This design comes from an exercise in tuning for small area on the open sky130 flow, not from production work. At most, simulation tests tie the RTL to the original design; equivalence was not proved. Power figures rest on the tool's default switching activity, not on a simulated workload.

// pcs_10g_loopback
module pcs_10g_loopback (
	input  logic        tx_par_clk,
	input  logic        nreset,
	input  logic        rx_locked_i,
	input  logic [65:0] rx_par_data_i,
	output logic        rx_block_lock_o,
	output logic [65:0] tx_par_data_o
);
export LEC_CHECK = 0
export CAP_MARGIN = 20
export CORE_MARGIN = 2
export CORE_UTILIZATION = 55
export SLEW_MARGIN = 20
create_clock -name core_clock -period 6.4 [get_ports {tx_par_clk}]
standard.sh (not shown) runs the stock make flow with config.mk's settings and CLKGATE_MAP_FILE= SYNTH_SCRIPT=/design/flow/synth_recipe.tcl, a recipe that flattens the netlist after the stock synthesis.
==> flow/flow/run.sh <==
#!/bin/bash
# layout flow: the standard flow with an area-oriented ABC script (deepsyn, then
# area mapping twice) and no
# half-adder extraction, a
# peephole pass that folds inverters into xor/xnor cells, single-drive port
# buffers and a clock tree without dummy loads.
set -euo pipefail
export MY_ABC_SCRIPT=$PWD/flow/area.abc
# the synthesis script: ABC with flow/area.abc, and no half-adder extraction.
{ echo 'proc abc {args} { set i [lsearch $args -script]; lset args [expr {$i+1}] $::env(MY_ABC_SCRIPT); yosys abc {*}$args }'
  echo 'proc extract_fa {args} {}'
  cat synth_recipe.tcl; } > my_synth.tcl
sed "s#SYNTH_SCRIPT=[^ ]*#SYNTH_SCRIPT=$PWD/my_synth.tcl#" standard.sh > my_standard.sh
export BUFFER_PORTS_ARGS="-buffer_cell sky130_fd_sc_hd__buf_1"
export CTS_ARGS="-sink_clustering_enable -repair_clock_nets -dont_use_dummy_load -buf_list sky130_fd_sc_hd__buf_4 -sink_clustering_size 10 -sink_clustering_max_diameter 60"
RES=$PWD/orfs/results/sky130hd/pcs_10g_loopback/base
bash my_standard.sh $RES/1_2_yosys.v > synth.log 2>&1
cp $RES/1_2_yosys.v $RES/1_2_yosys.abc.v
python3 flow/peephole.py $RES/1_2_yosys.abc.v $RES/1_2_yosys.v > peephole.log 2>&1
bash my_standard.sh > standard.log 2>&1
==> flow/flow/area.abc <==
strash
&get -n
&deepsyn -T 90
&put
dch -f
map -a -B 0.5
strash
dch -f
map -a -B 0.5
Other scripts of this flow, unchanged in this note and not shown: flow/flow/peephole.py
The first run finished with timing, DRC and antenna clean.
Rerun with:
--- a/flow/flow/run.sh
+++ b/flow/flow/run.sh
@@ -2,2 +2 @@
-# layout flow: the standard flow with an area-oriented ABC script (deepsyn, then
-# area mapping twice) and no
+# layout flow: the standard flow with an area-oriented ABC mapping script and no
@@ -15 +14 @@
-export CTS_ARGS="-sink_clustering_enable -repair_clock_nets -dont_use_dummy_load -buf_list sky130_fd_sc_hd__buf_4 -sink_clustering_size 10 -sink_clustering_max_diameter 60"
+export CTS_ARGS="-sink_clustering_enable -repair_clock_nets -dont_use_dummy_load -buf_list sky130_fd_sc_hd__clkbuf_8 -sink_clustering_size 20 -sink_clustering_max_diameter 50"
==> flow/flow/area.abc (replaced) <==
strash
dch -f
map -a -B 0.5
strash
dch -f
map -a -B 0.5
Outcome: Critical path depth increases by 1; non-clock buffer count drops by 3; clock-buffer cell count fell by 15; first-iteration DRC count went up by about 12%; design area increases by 1.3%; worst setup slack gains 550 ps; die area goes up by 0.98%.
Rerun with:
--- a/flow/flow/run.sh
+++ b/flow/flow/run.sh
@@ -14 +14 @@
-export CTS_ARGS="-sink_clustering_enable -repair_clock_nets -dont_use_dummy_load -buf_list sky130_fd_sc_hd__clkbuf_8 -sink_clustering_size 20 -sink_clustering_max_diameter 50"
+export CTS_ARGS="-sink_clustering_enable -repair_clock_nets -dont_use_dummy_load -buf_list sky130_fd_sc_hd__clkbuf_4 -sink_clustering_size 10 -sink_clustering_max_diameter 60"
After rerunning: Sequential share of layout area climbs by 0.37 points; flip-flop and latch count stays the same; clock-buffer cell count rises by 15; routed wire length is higher by 1.7%; clock power came out lower by about 7%; synthesized cell count does not change; final area falls by 0.58%; total power decreases by 2.0%.
Rerun with:
--- a/flow/flow/run.sh
+++ b/flow/flow/run.sh
@@ -2 +2,2 @@
-# layout flow: the standard flow with an area-oriented ABC mapping script and no
+# layout flow: the standard flow with an area-oriented ABC script (deepsyn, then
+# area mapping twice) and no
@@ -14 +15 @@
-export CTS_ARGS="-sink_clustering_enable -repair_clock_nets -dont_use_dummy_load -buf_list sky130_fd_sc_hd__clkbuf_4 -sink_clustering_size 10 -sink_clustering_max_diameter 60"
+export CTS_ARGS="-sink_clustering_enable -repair_clock_nets -dont_use_dummy_load -buf_list sky130_fd_sc_hd__buf_4 -sink_clustering_size 10 -sink_clustering_max_diameter 60"
==> flow/flow/area.abc (replaced) <==
strash
&get -n
&deepsyn -T 90
&put
dch -f
map -a -B 0.5
strash
dch -f
map -a -B 0.5
- CORE_UTILIZATION: 55 -> 70
- PLACE_DENSITY: default -> 0.8
What happened: The changed run finished clean; combinational power shrinks by about 6%; flip-flop and latch count is unchanged; synthesized cell count is lower by 3.2%; final area fell by 1.5%; global-route usage increases by 3.4 points; register-to-register slack degrades by 480 ps.
Rerun with:
--- a/flow/flow/run.sh
+++ b/flow/flow/run.sh
@@ -15 +15 @@
-export CTS_ARGS="-sink_clustering_enable -repair_clock_nets -dont_use_dummy_load -buf_list sky130_fd_sc_hd__buf_4 -sink_clustering_size 10 -sink_clustering_max_diameter 60"
+export CTS_ARGS="-sink_clustering_enable -repair_clock_nets -dont_use_dummy_load -buf_list sky130_fd_sc_hd__buf_4 -sink_clustering_size 9 -sink_clustering_max_diameter 50"
- CORE_UTILIZATION: 70 -> 55
- PLACE_DENSITY: 0.8 -> default
Clock-buffer cell count is higher by 5.
Utilization is lower by 17 points.
Combinational power barely changes.
Sequential power stays flat.
Setup slack degrades by 76 ps.
Synthesized cell count does not change.
Synthesized area stays the same.
Rerun with:
--- a/flow/flow/run.sh
+++ b/flow/flow/run.sh
@@ -15 +15 @@
-export CTS_ARGS="-sink_clustering_enable -repair_clock_nets -dont_use_dummy_load -buf_list sky130_fd_sc_hd__buf_4 -sink_clustering_size 9 -sink_clustering_max_diameter 50"
+export CTS_ARGS="-sink_clustering_enable -repair_clock_nets -dont_use_dummy_load -buf_list sky130_fd_sc_hd__buf_4 -sink_clustering_size 12 -sink_clustering_max_diameter 60"
- CORE_UTILIZATION: 55 -> 70
- PLACE_DENSITY: default -> 0.8
What happened: The changed run completed with no timing, DRC or antenna violations. Final area fell by about 1.6%. Clock power shrinks by about 10%. Via count is higher by 3.9%.

========
Setup of harbor:
Another version of the RTL of pcs_10g_loopback (not shown whole).
For scale: ~1100 cells after synthesis, roughly 12000 µm² of cells after synthesis.
==> flow/config.mk <==
export PLATFORM = sky130hd
export DESIGN_NAME = pcs_10g_loopback
export DESIGN_NICKNAME = pcs_10g_loopback
export VERILOG_FILES = /design/flow/design.v
export SDC_FILE = /design/flow/constraint.sdc
export NUM_CORES = 4
export LEC_CHECK = 0
export CAP_MARGIN = 20
export CORE_MARGIN = 2
export CORE_UTILIZATION = 40
export SLEW_MARGIN = 20
==> flow/constraint.sdc <==
create_clock -name core_clock -period 6.4 [get_ports {tx_par_clk}]
set_input_delay 1.2800 -clock core_clock [delete_from_list [all_inputs] [get_ports {tx_par_clk}]]
set_output_delay 1.2800 -clock core_clock [all_outputs]
set_load 0.01 [all_outputs]
==> flow/flow/run.sh <==
#!/bin/bash
# layout flow: the standard flow with an area-oriented ABC mapping script,
# single-drive port buffers and a clock tree without dummy loads.
set -euo pipefail
export MY_ABC_SCRIPT=$PWD/flow/area.abc
{ echo 'proc abc {args} { set i [lsearch $args -script]; lset args [expr {$i+1}] $::env(MY_ABC_SCRIPT); yosys abc {*}$args }'; cat synth_recipe.tcl; } > my_synth.tcl
sed "s#SYNTH_SCRIPT=[^ ]*#SYNTH_SCRIPT=$PWD/my_synth.tcl#" standard.sh > my_standard.sh
export BUFFER_PORTS_ARGS="-buffer_cell sky130_fd_sc_hd__buf_1"
export CTS_ARGS="-sink_clustering_enable -repair_clock_nets -dont_use_dummy_load -buf_list sky130_fd_sc_hd__clkbuf_16 -sink_clustering_size 30 -sink_clustering_max_diameter 100"
bash my_standard.sh > standard.log 2>&1
==> flow/flow/area.abc <==
strash
dch -f
map -a -B 0.5
What garnet does differently from harbor at the input level:
- an added ABC_AREA of 1
- an added CTS_BUF_LIST of sky130_fd_sc_hd__clkbuf_8
==> flow/flow/run.sh <==
#!/bin/bash
# layout flow: the standard flow, with smaller port buffers and no CTS dummy loads.
cp standard.sh standard.sh.txt
cp config.mk config.mk.txt
export BUFFER_PORTS_ARGS="-buffer_cell sky130_fd_sc_hd__buf_1"
export CTS_ARGS="-sink_clustering_enable -repair_clock_nets -dont_use_dummy_load -buf_list sky130_fd_sc_hd__clkbuf_8"
bash standard.sh > standard.log 2>&1
removed: flow/flow/area.abc
### Flow results
garnet: full flow OK, the timing, DRC and antenna checks passed. Compared with harbor, in garnet share of the synthesized area in compound gates (AO/OA/AOI/OAI) has decreased; filler cell count rose about 20%; global routing usage on met2 increased 5.7 points; sequential share of the synthesized area decreased 8.8 points. garnet vs. harbor: die area increased by 15% relative to the old numbers; met1 track utilization from global routing increased by 2.0 points relative to the old numbers; utilization of the core after routing increased by 0.43 points relative to the old numbers. Across both runs, worst hold slack was lower for garnet than for harbor. garnet vs. harbor: final instance area went up, non-clock buffer total of the final layout fell by 2, total global-route track usage now larger.
### garnet -> onyx
- ABC_AREA no longer set, was 1
- CTS_BUF_LIST no longer set, was sky130_fd_sc_hd__clkbuf_8
==> flow/run.sh (new file) <==
#!/bin/bash
# synth_recipe.tcl (not shown) runs the flow's synth.tcl, then flattens the netlist and writes it again
# the make line also repeats each setting of config.mk as NAME=value (left out here)
make -C /OpenROAD-flow-scripts/flow DESIGN_CONFIG=/design/flow/config.mk WORK_HOME=/design/flow/orfs CLKGATE_MAP_FILE= SYNTH_SCRIPT=/design/flow/synth_recipe.tcl finish
removed: flow/flow/run.sh
removed: flow/standard.sh
==> comparison <==
Comparing onyx against garnet, there is no change at all in maximum number of buffers from clock root to sink.
onyx has completed all stages; timing, DRC and antenna checks passed.
garnet: done, clean on timing, DRC and antenna
onyx vs. garnet: utilization went up, first-pass GRT wire length went down.
onyx — final routed wirelength across all metal layers 18% lower, garnet as reference
Of garnet and onyx, the run reporting the higher worst reg-to-reg path cell count was garnet.
From garnet to onyx the numbers moved as follows: endpoint arrival time on the critical path went up 0.81 ns; fraction of final layout cells sized beyond drive strength 1 went up 0.76 points.
The launch point of the worst path comes out rx_par_data_i[3] in one run and rx_par_data_i[65] in the other, namely in onyx and garnet respectively.

========
## north
The RTL this note starts from:
==> flow/design.v <==
package pcs_line_pkg;
	localparam int PAYLOAD_W = 64;
	localparam logic [1:0] SYNC_DATA = 2'b01;
	localparam logic [1:0] SYNC_CTRL = 2'b10;
	localparam logic [6:0] CODE_IDLE  = 7'h00;
	localparam logic [6:0] CODE_ERROR = 7'h1E;
	typedef enum logic [7:0] {
		BT_IDLE   = 8'h1E,
		BT_START0 = 8'h78,
		BT_START4 = 8'h33,
		BT_TERM0  = 8'h87,
		BT_TERM1  = 8'h99,
		BT_TERM2  = 8'hAA,
		BT_TERM3  = 8'hB4,
		BT_TERM4  = 8'hCC,
		BT_TERM5  = 8'hD2,
		BT_TERM6  = 8'hE1,
		BT_TERM7  = 8'hFF
	} block_type_e;
	typedef struct packed {
		logic [1:0]           sync;
		logic [PAYLOAD_W-1:0] payload;
	} pcs_block_t;
	localparam pcs_block_t BLOCK_IDLE = {SYNC_CTRL, 56'h0, BT_IDLE};
	localparam logic [PAYLOAD_W-1:0] BLOCK_ERR_P = {{8{CODE_ERROR}}, BT_IDLE};
	localparam int LOCK_GOOD_CNT = 64;
	localparam int LOCK_BAD_CNT  = 16;
	localparam int LOCK_WIN      = 64;
	localparam int LOCK_GOOD_W   = $clog2(LOCK_GOOD_CNT);
	localparam int LOCK_BAD_W    = $clog2(LOCK_BAD_CNT);
	localparam int LOCK_WIN_W    = $clog2(LOCK_WIN);
	localparam int SCR_W   = 58;
	localparam int SCR_TAP = 39;
endpackage
package pcs_word_pkg;
	localparam int DATA_W  = 64;
	localparam int KEEP_W  = DATA_W/8;
	localparam int START_W = 2;
	typedef struct packed {
		logic               ctrl;
		logic               idle;
		logic [START_W-1:0] start;
		logic               term;
		logic               err;
		logic [KEEP_W-1:0]  keep;
		logic [DATA_W-1:0]  data;
	} pcs_word_t;
	localparam pcs_word_t WORD_IDLE = {1'b1, 1'b1, {START_W{1'b0}}, 1'b0,
		1'b0, {KEEP_W{1'b0}}, {DATA_W{1'b0}}};
	localparam pcs_word_t WORD_ERR  = {1'b1, 1'b0, {START_W{1'b0}}, 1'b0,
		1'b1, {KEEP_W{1'b0}}, {DATA_W{1'b0}}};
endpackage
`timescale 1ns/1ps
import pcs_line_pkg::*;
module pcs_block_lock (
	input  logic       tx_par_clk,
	input  logic       nreset,
	input  logic       serdes_lock_i,
	input  logic [1:0] sync_i,
	output logic       hdr_ok_o,
	output logic       lock_d_o,
	output logic       lock_o
);
logic                  state_q;
logic                  state_d;
logic [LOCK_WIN_W-1:0] cnt_q;
logic [LOCK_BAD_W-1:0] bad_q;
logic                  hdr_valid;
logic                  cnt_end;
logic                  lose;
assign hdr_valid = sync_i[1] ^ sync_i[0];
assign cnt_end   = (cnt_q == LOCK_WIN_W'(LOCK_WIN - 1));
assign lose      = !hdr_valid && (bad_q == LOCK_BAD_W'(LOCK_BAD_CNT - 1));
always_comb begin
	if (!nreset || !serdes_lock_i)
		state_d = 1'b0;
	else if (state_q)
		state_d = !lose;
	else
		state_d = hdr_valid && cnt_end;
end
always_ff @(posedge tx_par_clk) begin
	state_q <= state_d;
	if (!nreset || !serdes_lock_i)
		cnt_q <= '0;
	else if (state_q ? lose : !hdr_valid)
		cnt_q <= '0;
	else
		cnt_q <= cnt_q + 1'b1;
	if (!state_q || cnt_end)
		bad_q <= '0;
	else if (!hdr_valid)
		bad_q <= bad_q + 1'b1;
end
assign hdr_ok_o = hdr_valid;
assign lock_d_o = state_d;
assign lock_o   = state_q;
endmodule
`timescale 1ns/1ps
import pcs_line_pkg::*;
module pcs_descrambler (
	input  logic                 tx_par_clk,
	input  logic [PAYLOAD_W-1:0] payload_i,
	output logic [PAYLOAD_W-1:0] plain_o
);
logic [SCR_W-1:0]           state_q;
logic [SCR_W+PAYLOAD_W-1:0] ext;
always_comb begin
	ext = {payload_i, state_q};
	for (int i = 0; i < PAYLOAD_W; i++)
		plain_o[i] = ext[SCR_W+i] ^ ext[SCR_W-SCR_TAP+i] ^ ext[i];
end
always_ff @(posedge tx_par_clk)
	state_q <= payload_i[PAYLOAD_W-1 -: SCR_W];
endmodule
`timescale 1ns/1ps
import pcs_line_pkg::*;
module pcs_decoder (
	input  logic                 tx_par_clk,
	input  logic                 lock_i,
	input  logic                 hdr_ok_i,
	input  logic [1:0]           sync_i,
	input  logic [PAYLOAD_W-1:0] plain_i,
	output logic                 ctrl_o,
	output logic [PAYLOAD_W-1:0] payload_o
);
localparam logic [PAYLOAD_W-1:0] P_IDLE = {56'h0, BT_IDLE};
logic [7:0]           btype;
logic                 is_data;
logic                 type_ok;
logic                 pass;
logic                 err;
logic [7:1]           keep;
logic [PAYLOAD_W-1:0] norm;
logic                 ctrl_q;
logic [PAYLOAD_W-1:0] payload_q;
assign btype   = plain_i[7:0];
assign is_data = (sync_i == SYNC_DATA);
always_comb begin
	case (btype)
		BT_IDLE:   type_ok = (plain_i[63:8] == 56'h0);
		BT_START0, BT_START4,
		BT_TERM0, BT_TERM1, BT_TERM2, BT_TERM3,
		BT_TERM4, BT_TERM5, BT_TERM6, BT_TERM7:
		           type_ok = 1'b1;
		default:   type_ok = 1'b0;
	endcase
end
assign pass = lock_i && hdr_ok_i && (is_data || type_ok);
assign err  = lock_i && !(hdr_ok_i && (is_data || type_ok));
always_comb begin
	for (int k = 1; k < 8; k++) begin
		if (is_data)
			keep[k] = 1'b1;
		else if (btype[7])
			keep[k] = (btype[6:4] >= 3'(k));
		else
			keep[k] = !btype[0] || (k >= 5);
	end
end
always_comb begin
	norm[7:0] = pass ? btype : BT_IDLE;
	for (int k = 1; k < 8; k++)
		norm[8*k +: 8] = (pass && keep[k]) ? plain_i[8*k +: 8] :
			(err ? BLOCK_ERR_P[8*k +: 8] : 8'h00);
end
always_ff @(posedge tx_par_clk) begin
	ctrl_q    <= !(lock_i && is_data);
	payload_q <= ~norm;
end
assign ctrl_o    = ctrl_q;
assign payload_o = payload_q;
endmodule
`timescale 1ns/1ps
import pcs_line_pkg::*;
module pcs_rx (
	input  logic                 tx_par_clk,
	input  logic                 nreset,
	input  logic                 serdes_lock_i,
	input  logic [65:0]          serdes_block_i,
	output logic                 lock_o,
	output logic                 ctrl_o,
	output logic [PAYLOAD_W-1:0] payload_o
);
logic                 hdr_ok;
logic                 lock_d;
logic [PAYLOAD_W-1:0] plain;
pcs_block_lock u_block_lock (
	.tx_par_clk    (tx_par_clk),
	.nreset        (nreset),
	.serdes_lock_i (serdes_lock_i),
	.sync_i        (serdes_block_i[65:64]),
	.hdr_ok_o      (hdr_ok),
	.lock_d_o      (lock_d),
	.lock_o        (lock_o)
);
pcs_descrambler u_descrambler (
	.tx_par_clk (tx_par_clk),
	.payload_i  (serdes_block_i[63:0]),
	.plain_o    (plain)
);
pcs_decoder u_decoder (
	.tx_par_clk (tx_par_clk),
	.lock_i     (lock_d),
	.hdr_ok_i   (hdr_ok),
	.sync_i     (serdes_block_i[65:64]),
	.plain_i    (plain),
	.ctrl_o     (ctrl_o),
	.payload_o  (payload_o)
);
endmodule
`timescale 1ns/1ps
import pcs_line_pkg::*;
module pcs_tx (
	input  logic                 tx_par_clk,
	input  logic                 nreset,
	input  logic                 ctrl_i,
	input  logic [PAYLOAD_W-1:0] payload_i,
	output logic [65:0]          serdes_block_o
);
logic                       out_data_q;
logic [PAYLOAD_W-1:0]       out_q;
logic [SCR_W+PAYLOAD_W-1:0] ext;
always_comb begin
	ext = {{PAYLOAD_W{1'b0}}, out_q[PAYLOAD_W-1 -: SCR_W]};
	for (int i = 0; i < PAYLOAD_W; i++)
		ext[SCR_W+i] = !payload_i[i] ^ ext[SCR_W-SCR_TAP+i] ^ ext[i];
end
always_ff @(posedge tx_par_clk) begin
	if (!nreset) begin
		out_data_q <= 1'b0;
		out_q      <= BLOCK_IDLE[63:0];
	end else begin
		out_data_q <= !ctrl_i;
		out_q      <= ext[SCR_W +: PAYLOAD_W];
	end
end
assign serdes_block_o = {!out_data_q, out_data_q, out_q};
endmodule
`timescale 1ns/1ps
import pcs_line_pkg::*;
module pcs_10g_loopback (
	input  logic        tx_par_clk,
	input  logic        nreset,
	input  logic        rx_locked_i,
	input  logic [65:0] rx_par_data_i,
	output logic        rx_block_lock_o,
	output logic [65:0] tx_par_data_o
);
logic                 rx_ctrl;
logic [PAYLOAD_W-1:0] rx_payload;
logic [2:0]           dl_ctrl_q;
logic [PAYLOAD_W-1:0] dl1_q;
logic [PAYLOAD_W-1:0] dl2_q;
logic [PAYLOAD_W-1:0] dl3_q;
logic                 tx_nreset_q1;
logic                 tx_nreset_q2;
logic                 tx_nreset;
pcs_rx u_pcs_rx (
	.tx_par_clk     (tx_par_clk),
	.nreset         (nreset),
	.serdes_lock_i  (rx_locked_i),
	.serdes_block_i (rx_par_data_i),
	.lock_o         (rx_block_lock_o),
	.ctrl_o         (rx_ctrl),
	.payload_o      (rx_payload)
);
always_ff @(posedge tx_par_clk) begin
	if (!nreset) begin
		tx_nreset_q1 <= 1'b0;
		tx_nreset_q2 <= 1'b0;
		tx_nreset    <= 1'b0;
	end else begin
		tx_nreset_q1 <= 1'b1;
		tx_nreset_q2 <= tx_nreset_q1;
		tx_nreset    <= tx_nreset_q2;
	end
end
always_ff @(posedge tx_par_clk) begin
	dl_ctrl_q <= {dl_ctrl_q[1:0], rx_ctrl};
	dl1_q     <= rx_payload;
	dl2_q     <= dl1_q;
	dl3_q     <= dl2_q;
end
pcs_tx u_pcs_tx (
	.tx_par_clk     (tx_par_clk),
	.nreset         (tx_nreset),
	.ctrl_i         (dl_ctrl_q[2]),
	.payload_i      (dl3_q),
	.serdes_block_o (tx_par_data_o)
);
endmodule
Settings: LEC_CHECK=0, CAP_MARGIN=20, CORE_MARGIN=2, CORE_UTILIZATION=40, SLEW_MARGIN=20; clock period 6.4 ns.
==> flow/flow/run.sh <==
#!/bin/bash
# layout flow: the standard flow with an area-oriented ABC mapping script,
# single-drive port buffers and a clock tree without dummy loads.
set -euo pipefail
export MY_ABC_SCRIPT=$PWD/flow/area.abc
{ echo 'proc abc {args} { set i [lsearch $args -script]; lset args [expr {$i+1}] $::env(MY_ABC_SCRIPT); yosys abc {*}$args }'; cat synth_recipe.tcl; } > my_synth.tcl
sed "s#SYNTH_SCRIPT=[^ ]*#SYNTH_SCRIPT=$PWD/my_synth.tcl#" standard.sh > my_standard.sh
export BUFFER_PORTS_ARGS="-buffer_cell sky130_fd_sc_hd__buf_1"
export CTS_ARGS="-sink_clustering_enable -repair_clock_nets -dont_use_dummy_load -buf_list sky130_fd_sc_hd__clkbuf_8 -sink_clustering_size 16 -sink_clustering_max_diameter 80"
bash my_standard.sh > standard.log 2>&1
==> flow/flow/area.abc <==
strash
dch -f
map -a -B 0.5
strash
dch -f
map -a -B 0.5
north was carried through to the last stage, and its layout satisfied the timing, DRC and antenna checks.
> inputs changed (north -> south)
--- a/flow/flow/run.sh
+++ b/flow/flow/run.sh
@@ -7,4 +7,4 @@
 sed "s#SYNTH_SCRIPT=[^ ]*#SYNTH_SCRIPT=$PWD/my_synth.tcl#" standard.sh > my_standard.sh
 export BUFFER_PORTS_ARGS="-buffer_cell sky130_fd_sc_hd__buf_1"
-export CTS_ARGS="-sink_clustering_enable -repair_clock_nets -dont_use_dummy_load -buf_list sky130_fd_sc_hd__clkbuf_8 -sink_clustering_size 16 -sink_clustering_max_diameter 80"
+export CTS_ARGS="-sink_clustering_enable -repair_clock_nets -dont_use_dummy_load -buf_list sky130_fd_sc_hd__clkbuf_4 -sink_clustering_size 12 -sink_clustering_max_diameter 50"
 bash my_standard.sh > standard.log 2>&1
--- outcome ---
south and north ended up with nearly the same area after synthesis. Required time of the critical path delta for south relative to north: 0.07 ns higher. Count of clock-buffer cells in the layout in south vs north: up 46%. In south, design area is lower than in north. On cell leakage power, south and north are neck and neck. The higher final setup skew of south and north is in south.
No functional check of the RTL was part of any run of this note.

-- what the ideal ports hide --
No port has a modelled driver above. Below, the same layouts with a new extraction and two added sets of constraints. Step 1, drivers: a clkbuf_16 drives tx_par_clk and a buf_2 each remaining input, both assumed. Step 2, shift: input delay + t, output delay - t, t = (earliest + latest rising clock arrival at the registers) / 2. This alone moves slack from input paths to output paths. Three values: ideal ports, drivers, drivers and shift; two values: the first two.
| run | t (ns) | setup WS [ns] | hold slack, ns | worst slew at a driven data input, ns | cell pins on the clock port's net |
|---|---|---|---|---|---|
| the first run of note 1 | 0.583 | 1.481 / 1.488 / 0.905 | 0.300 / 0.300 / 0.300 | 0.04 | 1 |
| the second run of note 1 | 0.589 | 2.034 / 2.050 / 1.461 | 0.266 / 0.266 / 0.266 | 0.04 | 1 |
| the third run of note 1 | 0.670 | 2.025 / 2.042 / 1.372 | 0.301 / 0.301 / 0.301 | 0.04 | 1 |
| the fourth run of note 1 | 0.561 | 1.535 / 1.538 / 0.977 | 0.276 / 0.276 / 0.276 | 0.04 | 1 |
| the fifth run of note 1 | 0.579 | 1.459 / 1.470 / 0.891 | 0.317 / 0.317 / 0.317 | 0.04 | 1 |
| the sixth run of note 1 | 0.559 | 1.547 / 1.551 / 0.991 | 0.299 / 0.299 / 0.299 | 0.04 | 1 |
| harbor | 0.536 | 2.425 / 2.451 / 1.915 | 0.310 / 0.310 / 0.310 | 0.04 | 1 |
| garnet | 0.629 | 2.881 / 2.907 / 2.278 | 0.279 / 0.279 / 0.279 | 0.05 | 1 |
| onyx | 0.562 | 1.916 / 1.940 / 1.378 | 0.317 / 0.317 / 0.317 | 0.04 | 1 |
| north | 0.597 | 2.074 / 2.092 / 1.495 | 0.324 / 0.324 / 0.324 | 0.04 | 1 |
| south | 0.671 | 2.112 / 2.128 / 1.457 | 0.288 / 0.288 / 0.288 | 0.04 | 1 |
After both steps setup and hold are still met in every run listed. For south, which loses most, drivers alone change the setup slack by +0.016 ns; drivers and shift together by -0.655 ns.
